Source: an optimization exercise on an open RTL-to-GDS flow (aim: small area, a short achievable clock period and few clock cycles per item). Production flows keep margins and buffers that such runs may drop.
The RTL was checked by simulation tests, not by an equivalence proof against the original design.
Power and IR drop assume default switching activity.

Design exact_pattern_stream_matcher, start of the top module:
module exact_pattern_stream_matcher (
	input  logic                       clk,
	input  logic                       arst_n,
	input  logic                       in_valid,
	output logic                       in_stall,
	input  logic [1:0]                 func,
	input  logic [epsm_pkg::SYM_W-1:0] symbol,
	output logic                       out_valid,
	input  logic                       out_stall,
	output logic [epsm_pkg::IDX_W-1:0] match_start,
	output logic                       pattern_overflow
);
	localparam int N  = epsm_pkg::MAX_PAT;
	localparam int LW = epsm_pkg::LEN_W;
	localparam int PW = LW - 1;
	localparam int SW = epsm_pkg::SYM_W;
	localparam int IW = epsm_pkg::IDX_W;
	logic          in_stall_q;
	logic          ir_v;
	logic [1:0]    ir_f;
	logic [SW-1:0] ir_s;
	logic [SW-1:0] csym_q;     
	logic          gt_q;       
	logic          rc_q;       
	logic          gs_q;       
	logic          gw_q;       
	logic          gf_q;       
	logic          gv_q;       
	logic          xr_q;       
	logic          yr_q;       
	logic [SW-1:0] plast_q;    
	logic          len1_q;     
	logic          fill0_q;    
	logic          tok_q;      
	logic [PW-1:0] cyc_q;      
	logic [PW-1:0] zz_q;       
  ...
For scale: roughly 2700 cells after synthesis, roughly 1300 flip-flops, about 49 I/O pins, roughly 37000 um2 of cells after synthesis.
Settings: LEC_CHECK=0, CAP_MARGIN=20, CORE_MARGIN=2, CORE_UTILIZATION=70, CTS_CLUSTER_DIAMETER=70, CTS_CLUSTER_SIZE=28, PLACE_DENSITY=0.8, SETUP_SLACK_MARGIN=2.85, SLEW_MARGIN=20; clock period 5.0 ns.
run.sh (not shown) runs the stock make flow with config.mk's settings and CLKGATE_MAP_FILE= SYNTH_SCRIPT=/design/flow/synth_recipe.tcl, a recipe that flattens the netlist after the stock synthesis.
Testbench counts at the start, summed over its fixed seeds: cycles 23,488, items 23,488.
Then changed:
- CORE_UTILIZATION: 70 -> 40
- CTS_CLUSTER_DIAMETER: 70 -> 100
- PLACE_DENSITY: 0.8 -> default
- SETUP_SLACK_MARGIN: 2.85 -> 2.75
What happened: Synthesized area does not change. Core utilization came out lower by 33 points. Clock-buffer cell count came out higher by 3.
Then changed:
- CORE_UTILIZATION: 40 -> 60
- CTS_CLUSTER_DIAMETER: 100 -> 80
- PLACE_DENSITY: default -> 0.72
- SETUP_SLACK_MARGIN: 2.75 -> 2.8
Outcome: The changed run completed without violations; setup slack is better by 0.030 ns; total power went up slightly; final area decreases slightly; synthesized cell count stays the same.
Then changed:
- CORE_UTILIZATION: 60 -> 40
- CTS_CLUSTER_DIAMETER: 80 -> 100
- CTS_CLUSTER_SIZE: 28 -> 33
- PLACE_DENSITY: 0.72 -> default
- SETUP_SLACK_MARGIN: 2.8 -> 2.9
Effect:
- The changed run completed with no timing, DRC or antenna violations
- cell area rose by 2.7%
- routed wire length goes up by 0.94%
- hold slack is worse by 0.0086 ns
- worst setup slack gains 0.013 ns
- core utilization shrinks by 21 points
- final cell count increases by 13%
- global-route usage decreases by 7.8 points
- area after synthesis is unchanged

== fjord ==
The RTL this note starts from:
==> flow/design.v <==
`timescale 1ns / 1ps
package epsm_pkg;
	localparam int MAX_PAT = 64;
	localparam int LEN_W   = $clog2(MAX_PAT) + 1;
	localparam int IDX_W   = 32;
	localparam int SYM_W   = 8;
	localparam logic [LEN_W-1:0] LEN_MAX = LEN_W'(MAX_PAT);
	localparam logic [1:0] FUNC_START  = 2'd0;
	localparam logic [1:0] FUNC_APPEND = 2'd1;
	localparam logic [1:0] FUNC_TEXT   = 2'd2;
	localparam logic [1:0] FUNC_NONE   = 2'd3;
endpackage
`timescale 1ns / 1ps
module exact_pattern_stream_matcher (
	input  logic                       clk,
	input  logic                       arst_n,
	input  logic                       in_valid,
	output logic                       in_stall,
	input  logic [1:0]                 func,
	input  logic [epsm_pkg::SYM_W-1:0] symbol,
	output logic                       out_valid,
	input  logic                       out_stall,
	output logic [epsm_pkg::IDX_W-1:0] match_start,
	output logic                       pattern_overflow
);
	localparam int N  = epsm_pkg::MAX_PAT;
	localparam int LW = epsm_pkg::LEN_W;
	localparam int PW = LW - 1;
	localparam int SW = epsm_pkg::SYM_W;
	localparam int IW = epsm_pkg::IDX_W;
	logic          in_stall_q;
	logic          ir_v;
	logic [1:0]    ir_f;
	logic [SW-1:0] ir_s;
	logic [SW-1:0] csym_q;     
	logic          gt_q;       
	logic          rc_q;       
	logic          gs_q;       
	logic          gw_q;       
	logic          gf_q;       
	logic          gv_q;       
	logic          xr_q;       
	logic          yr_q;       
	logic [SW-1:0] plast_q;    
	logic          len1_q;     
	logic          fill0_q;    
	logic          tok_q;      
	logic [PW-1:0] cyc_q;      
	logic [PW-1:0] zz_q;       
	logic [PW-1:0] sm_q;       
	logic [LW-1:0] len_q;
	logic [LW-1:0] fill_q;     
	logic [PW-1:0] tp_q;       
	logic          ovf_q;
	logic [IW-1:0] sc_q;       
	logic [SW-1:0] pat_q [N];
	logic [SW-1:0] txt_q [N];
	logic [N-1:0]  d_q;
	logic          v0, v1, block_q;
	logic [IW-1:0] st0, st1;
	logic          ov0, ov1;
	logic len0, len_full;
	assign len0     = (len_q == '0);
	assign len_full = (len_q == epsm_pkg::LEN_MAX);
	logic [N-1:0] oh_zz, oh_sm;
	always_comb begin
		for (int s = 0; s < N; s++) begin
			oh_zz[s] = (zz_q == PW'(s));
			oh_sm[s] = (sm_q == PW'(s));
		end
	end
	logic         consume;
	logic [N-1:0] eq, d_step;
	assign consume = gt_q || rc_q;
	always_comb begin
		for (int s = 0; s < N; s++) begin
			eq[s] = (pat_q[s] == csym_q);
		end
		for (int s = 0; s < N; s++) begin
			d_step[s] = (d_q[s] || oh_zz[s]) && eq[(s + N - 1) % N];
		end
	end
	logic hit;
	assign hit = gt_q && !len0 && (len1_q || |(d_q & oh_sm)) && (plast_q == csym_q);
	logic [PW-1:0] cyc_d, zz_d, sm_d, tp_d;
	logic [LW-1:0] len_d, fill_d;
	logic [IW-1:0] sc_inc, sc_dec;
	assign cyc_d = cyc_q + PW'(1);
	assign zz_d  = gf_q ? PW'(1) : zz_q + PW'(1);
	assign sm_d  = gf_q ? PW'(1) : (gw_q ? sm_q : sm_q + PW'(1));
	assign tp_d  = gt_q ? cyc_d : tp_q;
	assign len_d = gs_q ? LW'(1) : (gw_q ? len_q + LW'(1) : len_q);
	assign fill_d = gs_q ? '0 : ((gt_q && !fill_q[LW-1]) ? fill_q + LW'(1) : fill_q);
	logic [IW/4-1:0] g1, g0, gc1, gc0;
	logic [IW-1:0]   c1, c0;
	for (genvar j = 0; j < IW / 4; j++) begin : g_grp
		assign g1[j] = &sc_q[4*j +: 4];
		assign g0[j] = ~|sc_q[4*j +: 4];
		if (j == 0) begin : g_first
			assign gc1[j] = 1'b1;
			assign gc0[j] = 1'b1;
		end else begin : g_rest
			assign gc1[j] = &g1[j-1:0];
			assign gc0[j] = &g0[j-1:0];
		end
		assign c1[4*j]   = gc1[j];
		assign c0[4*j]   = gc0[j];
		assign c1[4*j+1] = gc1[j] & sc_q[4*j];
		assign c0[4*j+1] = gc0[j] & ~sc_q[4*j];
		assign c1[4*j+2] = gc1[j] & sc_q[4*j] & sc_q[4*j+1];
		assign c0[4*j+2] = gc0[j] & ~sc_q[4*j] & ~sc_q[4*j+1];
		assign c1[4*j+3] = gc1[j] & sc_q[4*j] & sc_q[4*j+1] & sc_q[4*j+2];
		assign c0[4*j+3] = gc0[j] & ~sc_q[4*j] & ~sc_q[4*j+1] & ~sc_q[4*j+2];
	end
	assign sc_inc = sc_q ^ c1;
	assign sc_dec = sc_q ^ c0;
	logic pop, v0_d, v1_d, block_d;
	assign pop     = v0 && !out_stall;
	assign v0_d    = v1 || hit || (v0 && !pop);
	assign v1_d    = v1 ? !pop : (v0 && !pop && hit);
	assign block_d = (v1 && !pop) || (v1 && gt_q) || (v0 && !pop && gt_q);
	logic          irv_d;
	logic [1:0]    irf_d;
	logic [SW-1:0] irs_d;
	assign irv_d = in_stall_q ? ir_v : in_valid;
	assign irf_d = in_stall_q ? ir_f : func;
	assign irs_d = in_stall_q ? ir_s : symbol;
	logic n_text, n_app, n_start;
	assign n_text  = irv_d && (irf_d == epsm_pkg::FUNC_TEXT);
	assign n_app   = irv_d && (irf_d == epsm_pkg::FUNC_APPEND);
	assign n_start = irv_d && (irf_d == epsm_pkg::FUNC_START);
	logic app_ok_d, len0_d, lenf_d, txt_ok_d, rc_d, gt_d, ga_d, wait_d;
	logic [PW-1:0] rlen;
	assign len0_d   = (len_d == '0);
	assign lenf_d   = (len_d == epsm_pkg::LEN_MAX);
	assign app_ok_d = len0_d || lenf_d || (sm_d == PW'(1));
	assign txt_ok_d = tok_q;
	assign rc_d     = n_text && !txt_ok_d && (xr_q || (rc_q && !yr_q));
	logic xr_d, yr_d;
	assign rlen = fill_q[LW-1] ? PW'(N - 1) : fill_q[PW-1:0];
	assign xr_d = !gt_q && !gs_q && (PW'(cyc_q + PW'(2)) == PW'(tp_q - rlen));
	assign yr_d = !gt_q && (PW'(cyc_q + PW'(2)) == tp_q);
	logic fill0_d, tok_d;
	assign fill0_d = gs_q || (fill0_q && !gt_q);
	assign tok_d   = n_start || (fill0_d && !gt_d) || gt_d || (rc_d && yr_d);
	assign gt_d     = n_text && txt_ok_d && !block_d;
	assign ga_d     = n_app && app_ok_d;
	assign wait_d   = (n_text && !gt_d) || (n_app && !app_ok_d);
	always_ff @(posedge clk or negedge arst_n) begin
		if (!arst_n) begin
			in_stall_q <= 1'b0;
			ir_v       <= 1'b0;
			gt_q       <= 1'b0;
			rc_q       <= 1'b0;
			gs_q       <= 1'b0;
			gw_q       <= 1'b0;
			gf_q       <= 1'b0;
			gv_q       <= 1'b0;
			xr_q       <= 1'b0;
			yr_q       <= 1'b0;
			len1_q     <= 1'b0;
			fill0_q    <= 1'b1;
			tok_q      <= 1'b1;
			cyc_q      <= '0;
			zz_q       <= '0;
			sm_q       <= '0;
			len_q      <= '0;
			fill_q     <= '0;
			tp_q       <= '0;
			ovf_q      <= 1'b0;
			sc_q       <= IW'(1);
			v0         <= 1'b0;
			v1         <= 1'b0;
			block_q    <= 1'b0;
		end else begin
			in_stall_q <= wait_d;
			ir_v       <= irv_d;
			gt_q       <= gt_d;
			rc_q       <= rc_d;
			gs_q       <= n_start;
			gw_q       <= n_start || (ga_d && !lenf_d);
			gf_q       <= n_start || (ga_d && len0_d);
			gv_q       <= ga_d && lenf_d;
			xr_q       <= xr_d;
			yr_q       <= yr_d;
			len1_q     <= (len_d == LW'(1));
			fill0_q    <= fill0_d;
			tok_q      <= tok_d;
			cyc_q      <= cyc_d;
			zz_q       <= zz_d;
			sm_q       <= sm_d;
			len_q      <= len_d;
			fill_q     <= fill_d;
			tp_q       <= tp_d;
			v0         <= v0_d;
			v1         <= v1_d;
			block_q    <= block_d;
			if (gs_q) begin
				ovf_q <= 1'b0;
				sc_q  <= '0;
			end else if (gv_q) begin
				ovf_q <= 1'b1;
			end else if (gw_q) begin
				sc_q <= sc_dec;
			end else if (gt_q) begin
				sc_q <= sc_inc;
			end
		end
	end
	always_ff @(posedge clk) begin
		ir_f   <= irf_d;
		ir_s   <= irs_d;
		csym_q <= rc_d ? txt_q[N-2] : irs_d;
		if (gw_q) begin
			plast_q <= ir_s;
		end
	end
	always_ff @(posedge clk) begin
		for (int s = 1; s < N; s++) begin
			pat_q[s] <= pat_q[s-1];
			txt_q[s] <= txt_q[s-1];
		end
		pat_q[0] <= gw_q ? ir_s : pat_q[N-1];
		txt_q[0] <= gt_q ? ir_s : txt_q[N-1];
	end
	always_ff @(posedge clk) begin
		d_q <= consume ? d_step : '0;
	end
	always_ff @(posedge clk) begin
		if (!v0 || pop) begin
			st0 <= v1 ? st1 : sc_q;
			ov0 <= v1 ? ov1 : ovf_q;
		end
		if (!v1) begin
			st1 <= sc_q;
			ov1 <= ovf_q;
		end
	end
	assign in_stall         = in_stall_q;
	assign out_valid        = v0;
	assign match_start      = st0;
	assign pattern_overflow = ov0;
endmodule
make LEC_CHECK=0 CAP_MARGIN=20 CORE_MARGIN=2 CORE_UTILIZATION=60 CTS_CLUSTER_DIAMETER=100 CTS_CLUSTER_SIZE=28 SETUP_SLACK_MARGIN=2.9 SLEW_MARGIN=20 finish   # period 5.0 ns
fjord completed; timing, DRC and antenna clean
Testbench counts of fjord, summed over its fixed seeds: cycles 23,488, items 23,488.
Edits applied to the flow inputs when going from fjord to willow:
- setting PLACE_DENSITY to 0.72 for the first time
- changing CTS_CLUSTER_DIAMETER from 100 to 80
Notes after the runs:
In the metrics for fjord and willow, the one carrying the higher normalized max-slew margin is fjord.
Delta (willow minus fjord): placed instance count was more or less identical, synthesis-stage register bit count has remained practically unchanged, DRC marker count from the first detailed-route iteration increased by about 15% relative to the old numbers.
willow ended with every stage complete and zero timing, DRC or antenna violations.
The following lists how quartz was set up differently from willow:
- removing PLACE_DENSITY (formerly 0.72)
- changing CORE_UTILIZATION from 60 to 40
- changing CTS_CLUSTER_DIAMETER from 80 to 100
[summary]
The final period utilization reported for quartz is smaller than that of willow by 0.31 points.
| final critical delay including setup and external delays | quartz vs willow | better |
Routed wire in quartz totals less than in willow.
Compared with willow, in quartz internal power closely matched the old numbers; relative area of non-clock buffer cells in the final design decreased by 0.17 points relative to the old numbers; die extent in y increased by 22% relative to the old numbers; number of gates resized after CTS increased by 34 relative to the old numbers.
Every stage of the flow completed for quartz, and the final layout passed the timing, DRC and antenna checks.
willow | stages: all done | timing, DRC, antenna: all pass
Post-route total power: quartz better than willow
Taking willow as the reference, in quartz initial standard-cell utilization of the core has decreased; final area rose by about 1.5%; post-CTS setup repair buffer count went up about 66%.
met5 as the highest metal layer with signal wires was reported by willow, and met4 by quartz.
Relative to quartz, the following input files were edited for onyx:
- changing SETUP_SLACK_MARGIN from 2.9 to 2.7
- setting PLACE_DENSITY to 0.72 for the first time
- changing CORE_UTILIZATION from 40 to 60
==> comparison <==
Going from quartz to onyx, overall power shrinks by 2.4%.
Via count of the first global-routing pass, onyx vs quartz: down by a few percent
In terms of switching portion of total power, quartz and onyx differ only marginally.
Looking only at post-cts repair resize count, and setting everything else aside, the lower value of quartz and onyx goes to onyx.
diff inputs: onyx => lagoon
- CORE_UTILIZATION: 60 -> 40
- SETUP_SLACK_MARGIN: 2.7 -> 2.6
- PLACE_DENSITY: 0.72 -> unset
==> comparison <==
Going from onyx to lagoon, the non-clock buffer total of the final layout was found to have gone down by 17. lagoon vs onyx — number of global-route vias before repair dropped by a few percent. | number of setup buffers added after CTS | lower: lagoon |. lagoon: number of design-rule violations left by the first detailed-router iteration lower than onyx. Against onyx as the reference, lagoon delivers a lower routed wire length. In the tables for onyx and lagoon, via count reads lower with lagoon.

## main
RTL: the design.v shown in full above, as it stands there.
clock: 5.0 ns
lec_check: 0
cap_margin: 20
core_margin: 2
core_utilization: 50
cts_cluster_diameter: 80
cts_cluster_size: 28
place_density: 0.65
setup_slack_margin: 2.75
slew_margin: 20
main: PASS, flow complete, no timing, DRC or antenna violations
Testbench counts of main, summed over its fixed seeds: cycles 23,488, items 23,488.
> inputs changed (main -> the feature branch)
- PLACE_DENSITY removed (was 0.65)
- CTS_BUF_LIST newly set to sky130_fd_sc_hd__clkbuf_8
- CTS_CLUSTER_SIZE changed from 28 to 30
- CORE_UTILIZATION changed from 50 to 40
- SETUP_SLACK_MARGIN changed from 2.75 to 2.9
- CTS_CLUSTER_DIAMETER removed (was 80)
[summary]
Non-clock buffer count went up by more than a quarter going from main to the feature branch. Power: the feature branch draws more than main. Comparing the two runs side by side, the feature branch comes out behind main on final area. Of the feature branch and main, the run reporting the higher aggregate routed wire length was the feature branch. Sort the feature branch and main by sequential share of power asc -> top: the feature branch. Going from main to the feature branch, worst setup slack before clock tree synthesis grows by 83 ps. The headroom to the max-slew limit of the feature branch was inferior to that of main. Compared to main, the feature branch was floorplanned on a bigger die. The worst-skew pair later-pin latency in the feature branch was higher than what main gave. Higher via count of the first global-routing pass among the feature branch and main: the feature branch. Final cell count without fillers: lower on main.

-- what the ideal ports hide --
In the flow no input, the clock included, has a driving cell. The finished layouts below were timed again as built, in two steps.
Step 1: set_driving_cell puts a clkbuf_16 on clk and a buf_2 on each other input, an assumption about the parent block.
Step 2 adds t to the input delays and takes it off the output delays; t is the mean of the earliest and latest rising clock arrival at the registers after step 1. Input paths then give back, and output paths get back, about the clock's delay inside the block.
Three values: no drivers, after step 1, after step 2; two values: the first two.
run | shift t [ns] | slack for setup (ns) | slew at the worst register clock pin (ns) | worst data-port slew with drivers (ns)
the first run of note 1 | 0.716 | 2.761 / 2.697 / 2.273 | 0.13 / 0.13 | 0.04
the second run of note 1 | 0.711 | 2.705 / 2.643 / 2.296 | 0.12 / 0.12 | 0.04
the third run of note 1 | 0.706 | 2.735 / 2.677 / 2.292 | 0.11 / 0.11 | 0.04
the fourth run of note 1 | 0.705 | 2.748 / 2.681 / 2.281 | 0.13 / 0.13 | 0.04
fjord | 0.702 | 2.718 / 2.654 / 2.268 | 0.11 / 0.11 | 0.04
willow | 0.711 | 2.722 / 2.663 / 2.282 | 0.11 / 0.11 | 0.03
quartz | 0.709 | 2.737 / 2.672 / 2.258 | 0.11 / 0.11 | 0.04
onyx | 0.708 | 2.705 / 2.643 / 2.226 | 0.11 / 0.11 | 0.03
lagoon | 0.700 | 2.678 / 2.617 / 2.053 | 0.11 / 0.11 | 0.05
main | 0.718 | 2.729 / 2.663 / 2.233 | 0.11 / 0.11 | 0.04
the feature branch | 0.876 | 2.562 / 2.502 / 2.235 | 0.07 / 0.07 | 0.04
After both steps every run listed still meets setup and hold. For lagoon, which loses most, drivers alone change the setup slack by -0.061 ns; drivers and shift together by -0.625 ns.
